This design comes from an exercise in tuning for small area and a short achievable clock period on the open sky130 flow, not from production work. Only simulation tests tie the RTL to the original design; equivalence was not proved.

## mul_pipe
module mul_pipe #(
    parameter int unsigned XLEN    = 32,
    parameter int unsigned LATENCY = 3,
    parameter int unsigned TAG_W   = 5
) (
    input  logic             clk,
    input  logic             rst_n,
    input  logic             in_valid,
    output logic             in_ready,
    input  logic [XLEN-1:0]  a,
    input  logic [XLEN-1:0]  b,
    input  logic [2:0]       mulop,
    input  logic [TAG_W-1:0] in_tag,
    input  logic             flush,
    output logic             out_valid,
    input  logic             out_ready,
    output logic [XLEN-1:0]  f,
    output logic [TAG_W-1:0] out_tag
);
Size: roughly 3000 cells after synthesis, ~210 flip-flops, ~0.030 mm2 of cells after synthesis.
export LEC_CHECK = 0
export ABC_AREA = 1
export CAP_MARGIN = 20
export CORE_MARGIN = 2
export CORE_UTILIZATION = 40
export SETUP_SLACK_MARGIN = 5
export SLEW_MARGIN = 20
export SYNTH_HIERARCHICAL = 1
create_clock -name core_clock -period 11.0 [get_ports {clk}]
standard.sh (not shown) runs the stock make flow with config.mk's settings and CLKGATE_MAP_FILE= SYNTH_SCRIPT=/design/flow/synth_recipe.tcl, a recipe that flattens the netlist after the stock synthesis.
==> flow/flow/run.sh <==
#!/bin/bash
# The standard layout, with timing repair aimed further below the clock period and
# stronger port buffers; everything else as the standard flow does it.
set -euo pipefail
bash standard.sh SETUP_SLACK_MARGIN=6.2 "BUFFER_PORTS_ARGS=-buffer_cell sky130_fd_sc_hd__buf_4" finish > standard.log 2>&1
The first run produced a clean layout.
Next try:
==> flow/run.sh (new file) <==
#!/bin/bash
# synth_recipe.tcl (not shown) runs the flow's synth.tcl, then flattens the netlist and writes it again
# the make line also repeats each setting of config.mk as NAME=value (left out here)
make -C /OpenROAD-flow-scripts/flow DESIGN_CONFIG=/design/flow/config.mk WORK_HOME=/design/flow/orfs CLKGATE_MAP_FILE= SYNTH_SCRIPT=/design/flow/synth_recipe.tcl finish
removed: flow/flow/run.sh
removed: flow/standard.sh
Effect: Hold slack degrades by 0.010 ns. Worst setup slack degrades by 1.0 ns. Via count shrinks by 1.9%. Die area is unchanged. First-iteration DRC count shrinks by 10%. Cell count shrinks by 1.3%. Count of clock-buffer cells in the layout shrinks by 3. Wire length shrinks by 2.5%. Final area shrinks by 1.9%. Flip-flop and latch count is unchanged.

---

Another version of the RTL of mul_pipe (not shown whole).
Size: roughly 29000 µm² of cells after synthesis.
Settings: LEC_CHECK=0, ABC_AREA=1, CAP_MARGIN=20, CORE_MARGIN=2, CORE_UTILIZATION=40, PLACE_DENSITY=0.75, SETUP_SLACK_MARGIN=5, SLEW_MARGIN=20, SYNTH_HIERARCHICAL=1; clock period 11.0 ns.
==> flow/flow/run.sh <==
#!/bin/bash
# The standard layout, with timing repair aimed further below the clock period and
# the smallest port buffers (repair sizes up the ones on critical paths).
set -euo pipefail
bash standard.sh SETUP_SLACK_MARGIN=6.22 "BUFFER_PORTS_ARGS=-buffer_cell sky130_fd_sc_hd__buf_1" "CTS_ARGS=-sink_clustering_enable -repair_clock_nets -sink_clustering_size 30 -sink_clustering_max_diameter 100 -dont_use_dummy_load" finish > standard.log 2>&1
The first run ran to the end with no violations.
Rerun with:
ABC_AREA = 0   (was 1)
PLACE_DENSITY = not set   (was 0.75)
Result:
- The new run completed with no timing, DRC or antenna violations
- sequential cell count is unchanged
- setup slack loses 0.014 ns
- cell area climbs by 2.4%
Rerun with:
ABC_AREA = 1   (was 0)
Worst setup slack degrades by 0.0043 ns.
Core utilization fell by 0.71 points.
Clock-buffer cell count rose by 3.
Synthesized area fell slightly.
Wire length rose by roughly a tenth.
Final area fell slightly.
Global-route usage rose by 3.6 points.
Die area fell slightly.
Fmax is about the same.
Rerun with:
==> flow/flow/run.sh (replaced) <==
#!/bin/bash
# The standard layout, with timing repair aimed further below the clock period and
# the smallest port buffers (repair sizes up the ones on critical paths).
set -euo pipefail
bash standard.sh SETUP_SLACK_MARGIN=6.22 "BUFFER_PORTS_ARGS=-buffer_cell sky130_fd_sc_hd__buf_1" "CTS_ARGS=-sink_clustering_enable -repair_clock_nets -sink_clustering_size 33 -sink_clustering_max_diameter 120 -dont_use_dummy_load" finish > standard.log 2>&1
What happened: The new run completed without violations. Via count increases by 0.67%. Maximum frequency is about the same. Global-route usage hardly moves. Area after synthesis is unchanged.

---

== run 1 ==
mul_pipe again, from the RTL that the note above started with.
export LEC_CHECK = 0
export ABC_AREA = 1
export CAP_MARGIN = 5
export CORE_MARGIN = 2
export CORE_UTILIZATION = 40
export SETUP_SLACK_MARGIN = 5
export SLEW_MARGIN = 5
export SYNTH_HIERARCHICAL = 1
create_clock -name core_clock -period 11.0 [get_ports {clk}]
==> flow/flow/run.sh <==
#!/bin/bash
# The standard layout, with timing repair aimed further below the clock period and
# the smallest port buffers (repair sizes up the ones on critical paths).
set -euo pipefail
bash standard.sh SETUP_SLACK_MARGIN=6.22 "BUFFER_PORTS_ARGS=-buffer_cell sky130_fd_sc_hd__buf_1" "CTS_ARGS=-sink_clustering_enable -repair_clock_nets -sink_clustering_size 30 -sink_clustering_max_diameter 100 -dont_use_dummy_load" finish > standard.log 2>&1
Run 1 finished every stage and its layout cleared the timing, design-rule and antenna checks.
Modified inputs, run 2 compared to run 1
# run 1
export LEC_CHECK = 0
export ABC_AREA = 1
export CAP_MARGIN = 5
export CORE_MARGIN = 2
export CORE_UTILIZATION = 40
export SETUP_SLACK_MARGIN = 5
export SLEW_MARGIN = 5
export SYNTH_HIERARCHICAL = 1
create_clock -name core_clock -period 11.0 [get_ports {clk}]
# run 2
export LEC_CHECK = 0
export ABC_AREA = 1
export CAP_MARGIN = 20
export CORE_MARGIN = 2
export CORE_UTILIZATION = 40
export SETUP_SLACK_MARGIN = 5
export SLEW_MARGIN = 20
export SYNTH_HIERARCHICAL = 1
create_clock -name core_clock -period 11.0 [get_ports {clk}]
==> flow/flow/run.sh <==
#!/bin/bash
# The standard layout, with timing repair aimed further below the clock period and
# the smallest port buffers (repair sizes up the ones on critical paths).
set -euo pipefail
bash standard.sh SETUP_SLACK_MARGIN=6.3 "BUFFER_PORTS_ARGS=-buffer_cell sky130_fd_sc_hd__buf_1" "CTS_ARGS=-sink_clustering_enable -repair_clock_nets -sink_clustering_size 30 -sink_clustering_max_diameter 100 -dont_use_dummy_load" finish > standard.log 2>&1
[summary]
Run 2 completed; timing, DRC and antenna clean
Run 1 and run 2 ended up with roughly the same critical path required time.
Between run 1 and run 2, the final cell count does not differ in any meaningful way.
In the reports for run 1 and run 2, the smaller final cell utilization of the core belongs to run 1.
Any difference in synthesized instance count between run 2 and run 1 is small enough to ignore.
Compared with run 1, run 2 has less setup slack.
Run 1 -> run 2: critical path depth delta 0, exact match
Ratio of final minimum period to clock period was higher in run 2 than in run 1.

-- afterwards: timing with drivers on the ports --
The flow's constraints put no driver on any port. The routed layouts listed below were extracted and timed again, unchanged, in two steps. Step 1 sets driving cells, clkbuf_16 on the clock port and buf_2 on the other inputs (assumed; they add their load-dependent delay and slew). Step 2 moves the port delays by t, midway between the first and last clock arrival at a register: inputs arrive t later, outputs are due t later. That takes back most of the time a late clock gives input paths. Slacks: ideal ports / drivers / drivers and shift; pairs: ideal ports / drivers.
run	t, ns	setup slack, ns	latest minus earliest clock arrival (ns)	cell pins on the clock port's net
the first run of note 1	0.675	6.231 / 6.195 / 6.195	0.022 / 0.022	1
the second run of note 1	0.673	5.223 / 5.201 / 5.201	0.039 / 0.039	1
the first run of note 2	0.597	6.240 / 6.209 / 6.209	0.078 / 0.079	1
the second run of note 2	0.557	6.226 / 6.194 / 6.194	0.089 / 0.089	1
the third run of note 2	0.602	6.222 / 6.188 / 6.188	0.126 / 0.126	1
the fourth run of note 2	0.597	6.209 / 6.176 / 6.176	0.108 / 0.108	1
run 1	0.613	6.238 / 6.204 / 6.204	0.120 / 0.120	1
run 2	0.604	6.222 / 6.188 / 6.188	0.130 / 0.129	1
After both steps setup and hold are still met in every run listed. For the first run of note 1, which loses most, drivers alone change the setup slack by -0.036 ns; drivers and shift together by -0.036 ns.
